From an optimization exercise on the open Yosys and OpenROAD flow, aimed at small area, a short achievable clock period and few clock cycles; shortcuts taken in it are not production practice. Function was checked by simulation only, so behaviour that the tests miss may differ from the original. Power is estimated from default activity; no workload was simulated.

Setup of alpha:
==> module decoder, before the edit <==
module decoder (
	input  wire [31:0] instr,
	input  wire        valid,
	output wire        wr,          
	output wire        ld,          
	output wire        st,          
	output wire        br,          
	output wire        use1,        
	output wire        use2,        
	output wire        use_imm,
	output wire [11:0] imm,         
	output wire        sub,         
	output wire        s_arith,     
	output wire        s_and,
	output wire        s_or,
	output wire        s_xor,
	output wire        s_slt
);
wire [6:0] op  = instr[6:0];
wire [2:0] f3  = instr[14:12];
wire [3:0] rf  = {instr[30], f3};
wire       rd0 = (instr[11:7] == 5'd0);
wire o_reg = valid & (op == 7'b0110011);
wire r_add = o_reg & (rf == 4'b0000);
wire r_sub = o_reg & (rf == 4'b1000);
wire r_and = o_reg & (rf == 4'b0111);
wire r_or  = o_reg & (rf == 4'b0110);
wire r_xor = o_reg & (rf == 4'b0100);
wire r_slt = o_reg & (rf == 4'b0010);
wire r_any = r_add | r_sub | r_and | r_or | r_xor | r_slt;
wire addi  = valid & (op == 7'b0010011) & (f3 == 3'b000);
wire lw    = valid & (op == 7'b0000011) & (f3 == 3'b010);
wire sw    = valid & (op == 7'b0100011) & (f3 == 3'b010);
wire b     = valid & (op == 7'b1100011) & (f3[2:1] == 2'b00);
assign wr      = (r_any | addi | lw) & ~rd0;
assign ld      = lw;
assign st      = sw;
assign br      = b;
assign use1    = r_any | addi | lw | sw | b;
assign use2    = r_any | sw | b;
assign use_imm = ~o_reg;
assign imm     = (op[5] & ~op[4]) ? {instr[31:25], instr[11:7]} : instr[31:20];
assign sub     = r_sub | r_slt;
assign s_arith = ~(r_and | r_or | r_xor | r_slt);
assign s_and   = r_and;
assign s_or    = r_or;
assign s_xor   = r_xor;
assign s_slt   = r_slt;
endmodule
==> module data_path, before the edit <==
module data_path (
	input  wire        clk,
	input  wire        rst_n,
	output wire [31:0] instr_addr,
	input  wire [31:0] instr,
	output wire        dmem_cyc,
	output wire        dmem_stb,
	output wire        dmem_we,
	output wire [31:0] dmem_adr,
	output wire [31:0] dmem_dat_w,
	input  wire        dmem_ack,
	input  wire [31:0] dmem_dat_r
);
reg  [9:0]  pc;
reg         e_wr;
reg         e_ld;
reg         e_st;
reg         e_br;
reg         e_bne;
reg         e_pred;
reg  [9:0]  e_alt;                
reg  [4:0]  e_rd;
reg  [31:0] e_rs1v;
reg  [31:0] e_rs2v;
reg         e_use_imm;
reg  [11:0] e_imm;
reg         e_sub;
reg         e_s_arith;
reg         e_s_and;
reg         e_s_or;
reg         e_s_xor;
reg         e_s_slt;
reg  [9:0]  e_seq;                
reg  [9:0]  m_seq;                
reg         m_stb;
reg         m_we;
reg         m_wr;
reg         m_ld;
reg  [4:0]  m_rd;
reg  [31:0] m_res;
reg  [31:0] m_sd;
wire wait_ack = m_stb & ~dmem_ack;
wire adv      = ~wait_ack;
wire       f_pred;
wire [9:0] f_next;
wire [9:0] d_alt;
wire [9:0] d_seq;
fetch_unit u_fetch_unit (
	.instr(instr),
	.pc(pc),
	.pred(f_pred),
	.next_pc(f_next),
	.alt_pc(d_alt),
	.seq_pc(d_seq)
);
assign instr_addr = {20'd0, pc, 2'b00};
wire        d_wr, d_ld, d_st, d_br, d_use1, d_use2, d_use_imm;
wire [11:0] d_imm;
wire        d_sub, d_s_arith, d_s_and, d_s_or, d_s_xor, d_s_slt;
wire [4:0]  rs1 = instr[19:15];
wire [4:0]  rs2 = instr[24:20];
decoder u_decoder (
	.instr(instr),
	.valid(1'b1),
	.wr(d_wr),
	.ld(d_ld),
	.st(d_st),
	.br(d_br),
	.use1(d_use1),
	.use2(d_use2),
	.use_imm(d_use_imm),
	.imm(d_imm),
	.sub(d_sub),
	.s_arith(d_s_arith),
	.s_and(d_s_and),
	.s_or(d_s_or),
	.s_xor(d_s_xor),
	.s_slt(d_s_slt)
);
wire [31:0] wdata;
wire [31:0] rf1;
wire [31:0] rf2;
regfile u_regfile (
	.clk(clk),
	.rs1(rs1),
	.rs2(rs2),
	.rs1_data(rf1),
	.rs2_data(rf2),
	.we(m_wr & adv),
	.rd(m_rd),
	.wdata(wdata)
);
wire [31:0] d_rs1v = (m_wr & (m_rd == rs1)) ? wdata : rf1;
wire [31:0] d_rs2v = (m_wr & (m_rd == rs2)) ? wdata : rf2;
wire hit1 = e_wr & (e_rd == rs1);
wire hit2 = e_wr & (e_rd == rs2);
wire load_use = e_ld & ((hit1 & d_use1) | (hit2 & d_use2));
wire [31:0] ea  = e_rs1v;
wire [31:0] eb2 = e_rs2v;
wire [31:0] eb  = e_use_imm ? {{20{e_imm[11]}}, e_imm} : eb2;
wire [31:0] ey;
wire        eq;
execute_stage u_execute_stage (
	.a(ea),
	.b_reg(eb2),
	.b(eb),
	.sub(e_sub),
	.s_arith(e_s_arith),
	.s_and(e_s_and),
	.s_or(e_s_or),
	.s_xor(e_s_xor),
	.s_slt(e_s_slt),
	.y(ey),
	.equal(eq)
);
wire redirect = e_br & ((eq ^ e_bne) ^ e_pred);
mem_stage u_mem_stage (
	.ld(m_ld),
	.res(m_res),
	.dat_r(dmem_dat_r),
	.wdata(wdata)
);
assign dmem_cyc   = m_stb;
assign dmem_stb   = m_stb;
assign dmem_we    = m_we;
assign dmem_adr   = m_res;
assign dmem_dat_w = m_sd;
wire e_in = ~redirect & ~load_use;     
always @(posedge clk or negedge rst_n) begin
	if (!rst_n) begin
		pc      <= 10'd0;
		e_wr    <= 1'b0;
		e_ld    <= 1'b0;
		e_st    <= 1'b0;
		e_br    <= 1'b0;
		m_stb   <= 1'b0;
		m_wr    <= 1'b0;
	end else begin
		if (wait_ack)
			pc <= m_seq;
		else if (redirect)
			pc <= e_alt;
		else if (!load_use)
			pc <= f_next;
		e_wr  <= adv & e_in & d_wr;
		e_ld  <= adv & e_in & d_ld;
		e_st  <= adv & e_in & d_st;
		e_br  <= adv & e_in & d_br;
		if (adv) begin
			m_stb <= e_ld | e_st;
			m_wr  <= e_wr;
		end
	end
end
always @(posedge clk) begin
	e_seq     <= d_seq;
	e_bne     <= instr[12];
	e_pred    <= f_pred;
	e_alt     <= d_alt;
	e_rd      <= instr[11:7];
	e_rs1v    <= hit1 ? ey : d_rs1v;    
	e_rs2v    <= hit2 ? ey : d_rs2v;
	e_use_imm <= d_use_imm;
	e_imm     <= d_imm;
	e_sub     <= d_sub;
	e_s_arith <= d_s_arith;
	e_s_and   <= d_s_and;
	e_s_or    <= d_s_or;
	e_s_xor   <= d_s_xor;
	e_s_slt   <= d_s_slt;
end
always @(posedge clk) begin
	if (adv) begin
		m_seq <= e_seq;
		m_we  <= e_st;
		m_ld  <= e_ld;
		m_rd  <= e_rd;
		m_res <= ey;
		m_sd  <= eb2;
	end
end
endmodule
export LEC_CHECK = 0
export CAP_MARGIN = 20
export CORE_MARGIN = 2
export CORE_UTILIZATION = 50
export SETUP_SLACK_MARGIN = 4.3
export SLEW_MARGIN = 20
export TNS_END_PERCENT = 100
create_clock -name core_clock -period 7.5 [get_ports {clk}]
run.sh (not shown) runs the stock make flow with config.mk's settings and CLKGATE_MAP_FILE= SYNTH_SCRIPT=/design/flow/synth_recipe.tcl, a recipe that flattens the netlist after the stock synthesis.
Testbench counts of alpha, summed over its fixed seeds: cycles 27,442.
--- input diff alpha..beta ---
diff --git a/flow/design.v b/flow/design.v
--- a/flow/design.v
+++ b/flow/design.v
@@ -136,9 +136,9 @@
 assign st      = sw;
 assign br      = b;
 assign use1    = r_any | addi | lw | sw | b;
 assign use2    = r_any | sw | b;
-assign use_imm = ~o_reg;
+assign use_imm = addi | lw | sw;
 assign imm     = (op[5] & ~op[4]) ? {instr[31:25], instr[11:7]} : instr[31:20];
 assign sub     = r_sub | r_slt;
 assign s_arith = ~(r_and | r_or | r_xor | r_slt);
 assign s_and   = r_and;
@@ -255,10 +255,9 @@
 reg  [9:0]  e_alt;                
 reg  [4:0]  e_rd;
 reg  [31:0] e_rs1v;
 reg  [31:0] e_rs2v;
-reg         e_use_imm;
-reg  [11:0] e_imm;
+reg  [31:0] e_b;                  
 reg         e_sub;
 reg         e_s_arith;
 reg         e_s_and;
 reg         e_s_or;
@@ -330,9 +329,10 @@
 wire hit2 = e_wr & (e_rd == rs2);
 wire load_use = e_ld & ((hit1 & d_use1) | (hit2 & d_use2));
 wire [31:0] ea  = e_rs1v;
 wire [31:0] eb2 = e_rs2v;
-wire [31:0] eb  = e_use_imm ? {{20{e_imm[11]}}, e_imm} : eb2;
+wire [31:0] eb  = e_b;
+wire [31:0] d_b = d_use_imm ? {{20{d_imm[11]}}, d_imm} : d_rs2v;
 wire [31:0] ey;
 wire        eq;
 execute_stage u_execute_stage (
 	.a(ea),
@@ -393,10 +393,9 @@
 	e_alt     <= d_alt;
 	e_rd      <= instr[11:7];
 	e_rs1v    <= hit1 ? ey : d_rs1v;    
 	e_rs2v    <= hit2 ? ey : d_rs2v;
-	e_use_imm <= d_use_imm;
-	e_imm     <= d_imm;
+	e_b       <= (hit2 & ~d_use_imm) ? ey : d_b;
 	e_sub     <= d_sub;
 	e_s_arith <= d_s_arith;
 	e_s_and   <= d_s_and;
 	e_s_or    <= d_s_or;
==> run summary <==
A path type of the worst setup path of flip-flop to flip-flop is what alpha shows, while input port to flip-flop belongs to beta. Lower utilization of the core after routing was reported by alpha, not beta. Looking at post-synthesis simple-gate area fraction across beta and alpha, the one that comes out lower is alpha. Between beta and alpha, the number of antenna repair diodes is higher for beta. Largest vdd supply drop in beta is 0.0033 mV below alpha. From alpha to beta the numbers moved as follows: design internal power moved up, fill cell total of the finished layout -2.8%. When the final numbers for beta and alpha were put side by side, the area of all sequential standard cells turned out to be smaller in alpha. Between beta and alpha, the difference in synthesized area per cell is negligible.
Testbench counts of beta, summed over its fixed seeds: cycles 27,442.

-- afterwards: timing with drivers on the ports --
How much do the figures lean on ideal ports? The routed layouts below were timed once more, with nothing changed but the port constraints.
Step 1, drivers: a clkbuf_16 drives clk and a buf_2 each remaining input, both assumed.
Step 2 times the ports against the registers' clock, not the clock port: input delays grow and output delays shrink by t, the midpoint of the rising clock arrivals with the driver on.
Slacks: ideal ports / drivers / drivers and shift; pairs: ideal ports / drivers.
run | t (ns) | setup slack, ns | worst setup path at the end | slew at the worst register clock pin (ns)
alpha | 0.811 | 3.853 / 3.853 / 3.192 | input to register | 0.07 / 0.07
beta | 0.856 | 4.091 / 4.041 / 3.185 | input to register | 0.07 / 0.07
After both steps every run listed still meets setup and hold. The setup slack of beta, which loses most, moves by -0.050 ns with the drivers and by -0.906 ns with both steps.
